Background: an optimization exercise with open tools, aiming at small area, a short achievable clock period and few clock cycles per item. Do not read the settings as production practice. The RTL was checked by simulation tests, not by an equivalence proof against the original design. Power figures rest on the tool's default switching activity, not on a simulated workload.

## build 69
==> flow/design.v (excerpt) <==
module muldiv_seq #(
  parameter int DWIDTH    = 32,
  parameter int FRAC_BITS = 29
) (
  input  logic              clock,
  input  logic              reset,
  input  logic              start,
  input  logic              kill,
  input  logic [2:0]        MDFunc,
  input  logic [DWIDTH-1:0] A,
  input  logic [DWIDTH-1:0] B,
  output logic [DWIDTH-1:0] MDOut,
  output logic              busy,
  output logic              done
);
==> flow/config.mk <==
export PLATFORM = sky130hd
export DESIGN_NAME = muldiv_seq
export DESIGN_NICKNAME = muldiv_seq
export VERILOG_FILES = /design/flow/design.v
export SDC_FILE = /design/flow/constraint.sdc
export NUM_CORES = 4
export LEC_CHECK = 0
export ABC_AREA = 1
export CAP_MARGIN = 20
export CORE_MARGIN = 2
export CORE_UTILIZATION = 40
export PLACE_DENSITY = 0.6
export SLEW_MARGIN = 20
==> flow/constraint.sdc <==
create_clock -name core_clock -period 10.0 [get_ports {clock}]
set_input_delay 2.0000 -clock core_clock [delete_from_list [all_inputs] [get_ports {clock}]]
set_output_delay 2.0000 -clock core_clock [all_outputs]
set_load 0.01 [all_outputs]
standard.sh (not shown) runs the stock make flow with config.mk's settings and CLKGATE_MAP_FILE= SYNTH_SCRIPT=/design/flow/synth_recipe.tcl, a recipe that flattens the netlist after the stock synthesis.
==> flow/flow/run.sh <==
#!/bin/bash
# Standard ORFS layout, with timing repair aimed at a tighter target than the
# 10 ns constraint (the constraint itself is unchanged) and strong port buffers.
set -euo pipefail
bash standard.sh finish \
  "SETUP_SLACK_MARGIN=6.5" \
  "TNS_END_PERCENT=1" \
  "BUFFER_PORTS_ARGS=-buffer_cell sky130_fd_sc_hd__buf_4" \
  > standard_flow.log 2>&1
Testbench counts of build 69, summed over its fixed seeds: cycles 11,851, ops 3,200.
#### Input delta (trial 41 over build 69)
--- a/flow/flow/run.sh
+++ b/flow/flow/run.sh
@@ -4,5 +4,5 @@
 set -euo pipefail
 bash standard.sh finish \
-  "SETUP_SLACK_MARGIN=6.5" \
+  "SETUP_SLACK_MARGIN=6.2" \
   "TNS_END_PERCENT=1" \
   "BUFFER_PORTS_ARGS=-buffer_cell sky130_fd_sc_hd__buf_4" \
Results
The power dissipated in the clock network of build 69 and that of trial 41 are within noise of each other.
Number of global-route vias before repair for trial 41 is lower than for build 69.
Net switching component of the power: trial 41 lower than build 69
Trial 41 has final critical path time including I/O delays and setup above what build 69 had.
Compared with build 69, routed wire length in trial 41 increased slightly.
Compared with build 69, trial 41 shows total met3 wirelength after detailed routing that has gone down by a few percent.
In the reports for build 69 and trial 41, the smaller power per cell area belongs to build 69.
Build 69 → trial 41: number of clock sinks roughly the same; peak supply drop lower.
For the fraction of final layout cells with drive strength greater than 1, trial 41 came in 5.7 points lower than build 69 did.

job 9682:
muldiv_seq again, from the RTL that the note above started with.
==> flow/design.v (excerpt) <==
module muldiv_seq #(
  parameter int DWIDTH    = 32,
  parameter int FRAC_BITS = 29
) (
  input  logic              clock,
  input  logic              reset,
  input  logic              start,
  input  logic              kill,
  input  logic [2:0]        MDFunc,
  input  logic [DWIDTH-1:0] A,
  input  logic [DWIDTH-1:0] B,
  output logic [DWIDTH-1:0] MDOut,
  output logic              busy,
  output logic              done
);
  localparam int W = 50;   
  logic [31:0]  r_a;       
  logic [3:0]   r_ax;      
  logic [31:0]  r_b;       
  logic [2:0]   r_bx;      
  logic [2:0]   r_f;
  logic [2:0]   r_ff;      
  logic [23:0]  r_plo;     
  logic [W-1:0] r_s;       
  logic [W-1:0] r_c;       
  logic         r_cy;      
  logic         r_first;   
  logic [5:0]   r_one, r_two, r_neg;   
  logic [31:0]  r_out;
  logic         r_busy, r_done;
  logic         st_m, st_fin, st_dx, st_di, st_dc;
  logic [4:0]   r_cnt;
  logic [5:0]   r_ca, r_cb;   
  logic         r_fa, r_fb;   
  logic         r_na, r_nb;   
  wire rk  = reset | kill;
  wire acc = start & ~r_busy & ~rk;
  wire        sgn_a = ~(r_f[1] & r_f[0]);
  wire        sgn_b = ~r_f[1];
  wire [34:0] ax    = {{3{sgn_a & r_a[31]}}, r_a};
  wire [34:0] ax2   = {ax[33:0], 1'b0};
  logic [W-1:0] pp [6];
  always_comb begin
    for (int t = 0; t < 6; t++) begin
      logic [34:0] m;
      m     = (({35{r_one[t]}} & ax) | ({35{r_two[t]}} & ax2)) ^ {35{r_neg[t]}};
      pp[t] = {{(W-35){m[34]}}, m} << (2*t);
    end
  end
  wire bfill = sgn_b & r_b[31];
  logic [W-1:0] kconst;
  always_comb begin
    kconst = '0;
    kconst[10] = r_b[11];
    kconst[22] = r_b[23];
    kconst[34] = bfill;
  end
  logic [W-1:0] xr [6];
  always_comb begin
    xr[0] = pp[0];
    for (int t = 1; t < 6; t++) xr[t] = pp[t] | ({{(W-1){1'b0}}, r_neg[t-1]} << (2*t-2));
  end
  wire [W-1:0] xs = r_first ? kconst : {{12{r_s[W-1]}}, r_s[W-1:12]};
  wire [W-1:0] xc = r_first ? '0     : {{12{r_c[W-1]}}, r_c[W-1:12]};
  ...
==> flow/config.mk <==
export PLATFORM = sky130hd
export DESIGN_NAME = muldiv_seq
export DESIGN_NICKNAME = muldiv_seq
export VERILOG_FILES = /design/flow/design.v
export SDC_FILE = /design/flow/constraint.sdc
export NUM_CORES = 4
export LEC_CHECK = 0
export ABC_AREA = 1
export CAP_MARGIN = 20
export CORE_MARGIN = 2
export CORE_UTILIZATION = 40
export PLACE_DENSITY = 0.6
export SLEW_MARGIN = 20
==> flow/constraint.sdc <==
create_clock -name core_clock -period 10.0 [get_ports {clock}]
set_input_delay 2.0000 -clock core_clock [delete_from_list [all_inputs] [get_ports {clock}]]
set_output_delay 2.0000 -clock core_clock [all_outputs]
set_load 0.01 [all_outputs]
==> flow/flow/run.sh <==
#!/bin/bash
# Standard ORFS layout, with timing repair aimed at a tighter target than the
# 10 ns constraint (the constraint itself is unchanged) and strong port buffers.
set -euo pipefail
bash standard.sh finish \
  "SETUP_SLACK_MARGIN=7.0" \
  "TNS_END_PERCENT=10" \
  "BUFFER_PORTS_ARGS=-buffer_cell sky130_fd_sc_hd__buf_4" \
  > standard_flow.log 2>&1
Job 9682: PASS, flow complete, no timing, DRC or antenna violations
Testbench counts of job 9682, summed over its fixed seeds: cycles 11,851, ops 3,200.
Modified inputs, job 4346 compared to job 9682
==> flow/run.sh (new file) <==
#!/bin/bash
# synth_recipe.tcl (not shown) runs the flow's synth.tcl, then flattens the netlist and writes it again
# the make line also repeats each setting of config.mk as NAME=value (left out here)
make -C /OpenROAD-flow-scripts/flow DESIGN_CONFIG=/design/flow/config.mk WORK_HOME=/design/flow/orfs CLKGATE_MAP_FILE= SYNTH_SCRIPT=/design/flow/synth_recipe.tcl finish
removed: flow/flow/run.sh
removed: flow/standard.sh
Results
Job 9682 → job 4346: final worst setup slack lost 1370 ps; non-clock inverter total of the final layout did not really move; standard cell area after detailed placement shrank by 0.71%.
~same sequential-cell power consumption in job 4346 and job 9682
Job 4346 against job 9682: global-route wire length before repair now sits lower; clock period minus final worst setup slack has increased.
Job 4346 ends up with a met1 layer wirelength in the final routing that is 4100 µm lower than in job 9682.
From job 9682 to job 4346 the numbers moved as follows: portion of total power attributed to combinational logic went down by 3.2 points, required time of the critical path was more or less identical, non-clock buffer count went down by 207.
diff inputs: job 4346 => job 8507
==> flow/flow/run.sh (new file) <==
#!/bin/bash
# Standard ORFS layout, with timing repair aimed at a tighter target than the
# 10 ns constraint (the constraint itself is unchanged) and strong port buffers.
set -euo pipefail
bash standard.sh finish \
  "SETUP_SLACK_MARGIN=6.5" \
  "BUFFER_PORTS_ARGS=-buffer_cell sky130_fd_sc_hd__buf_4" \
  > standard_flow.log 2>&1
==> flow/standard.sh (new file) <==
#!/bin/bash
# synth_recipe.tcl (not shown) runs the flow's synth.tcl, then flattens the netlist and writes it again
# the make line also repeats each setting of config.mk as NAME=value (left out here)
make -C /OpenROAD-flow-scripts/flow DESIGN_CONFIG=/design/flow/config.mk WORK_HOME=/design/flow/orfs CLKGATE_MAP_FILE= SYNTH_SCRIPT=/design/flow/synth_recipe.tcl "${@:-finish}"
removed: flow/run.sh
### Flow results
- Post-route worst hold slack (higher): job 4346
- Job 8507 ended with less multi-input logic portion of the cell area than job 4346.
- Looking at routed wire length across job 4346 and job 8507, the one that comes out lower is job 4346.
- Count of flip-flops with a built-in enable after synthesis of job 8507 is on par with job 4346.
The following lists how job 5750 was set up differently from job 8507:
--- a/flow/flow/run.sh
+++ b/flow/flow/run.sh
@@ -6,2 +6,3 @@
   "SETUP_SLACK_MARGIN=6.5" \
+  "TNS_END_PERCENT=5" \
   "BUFFER_PORTS_ARGS=-buffer_cell sky130_fd_sc_hd__buf_4" \
Notes after the runs:
- Job 8507 -> job 5750: synthesized cell count delta 0, exact match
- Job 8507 has lower setup slack than job 5750.
- Summary: with job 8507 as the reference, combinational power in job 5750 moved down by a little under 10%.
- Going from job 8507 to job 5750, final cycle utilization of the critical path shrank by 1.0 points, routed wire length went down 5.2%, utilization decreased 3.5 points, internal power component now sits lower, routed via count fell by 1481.
- A master of the slowest instance on the critical path of sky130_fd_sc_hd__fa_2 is what job 8507 shows, while sky130_fd_sc_hd__fa_1 belongs to job 5750.

Another version of the RTL of muldiv_seq (not shown whole).
For scale: roughly 5,400 cells after synthesis, ~110 I/O pins, ~39,000 um2 of cells after synthesis.
==> flow/config.mk <==
export PLATFORM = sky130hd
export DESIGN_NAME = muldiv_seq
export DESIGN_NICKNAME = muldiv_seq
export VERILOG_FILES = /design/flow/design.v
export SDC_FILE = /design/flow/constraint.sdc
export NUM_CORES = 4
export LEC_CHECK = 0
export ABC_AREA = 1
export CAP_MARGIN = 20
export CORE_MARGIN = 2
export CORE_UTILIZATION = 40
export CTS_BUF_LIST = sky130_fd_sc_hd__clkbuf_4 sky130_fd_sc_hd__clkbuf_8
export PLACE_DENSITY = 0.6
export SLEW_MARGIN = 20
==> flow/constraint.sdc <==
create_clock -name core_clock -period 10.0 [get_ports {clock}]
set_input_delay 2.0000 -clock core_clock [delete_from_list [all_inputs] [get_ports {clock}]]
set_output_delay 2.0000 -clock core_clock [all_outputs]
set_load 0.01 [all_outputs]
==> flow/flow/run.sh <==
#!/bin/bash
# Standard ORFS layout, with timing repair aimed at a tighter target than the
# 10 ns constraint (the constraint itself is unchanged) and strong port buffers.
set -euo pipefail
bash standard.sh finish \
  "SETUP_SLACK_MARGIN=6.5" \
  "TNS_END_PERCENT=3" \
  "BUFFER_PORTS_ARGS=-buffer_cell sky130_fd_sc_hd__buf_4" \
  > standard_flow.log 2>&1
Testbench counts at the start, summed over its fixed seeds: cycles 8,442, ops 3,200.
==> next run, changes <==
--- a/flow/flow/run.sh
+++ b/flow/flow/run.sh
@@ -5,4 +5,4 @@
 bash standard.sh finish \
-  "SETUP_SLACK_MARGIN=6.5" \
-  "TNS_END_PERCENT=3" \
+  "SETUP_SLACK_MARGIN=6.4" \
+  "TNS_END_PERCENT=5" \
   "BUFFER_PORTS_ARGS=-buffer_cell sky130_fd_sc_hd__buf_4" \
Result: Synthesized area stays the same. Count of clock-buffer cells in the layout increases by 3. Register-to-register slack is better by 100 ps. Critical path depth came out higher by 4.

-- static timing again, ports no longer ideal --
Ports are ideal in the flow. The routed layouts listed here were re-timed in OpenROAD.
Step 1 sets driving cells, clkbuf_16 on the clock port and buf_2 on the other inputs (assumed; they add their load-dependent delay and slew).
Step 2 moves the port delays by t, midway between the first and last clock arrival at a register: inputs arrive t later, outputs are due t later. That takes back most of the time a late clock gives input paths.
Three values: ideal, step 1, step 2; two values: the first two.
| run | t, ns | setup slack, ns | worst setup path after step 2 |
|---|---|---|---|
| build 69 | 0.692 | 6.259 / 6.259 / 5.768 | input to register |
| trial 41 | 0.710 | 5.971 / 5.971 / 5.835 | input to register |
| job 9682 | 0.687 | 6.236 / 6.236 / 5.901 | input to register |
| job 4346 | 0.698 | 4.871 / 4.871 / 4.871 | register to register |
| job 8507 | 0.692 | 6.206 / 6.206 / 5.881 | input to register |
| job 5750 | 0.692 | 6.310 / 6.310 / 5.751 | input to register |
| the first run of note 3 | 0.749 | 5.742 / 5.750 / 5.033 | input to register |
| the second run of note 3 | 0.762 | 5.795 / 5.844 / 5.083 | input to register |
After both steps every run listed still meets setup and hold. For the second run of note 3, which loses most, drivers alone change the setup slack by +0.049 ns; drivers and shift together by -0.712 ns.
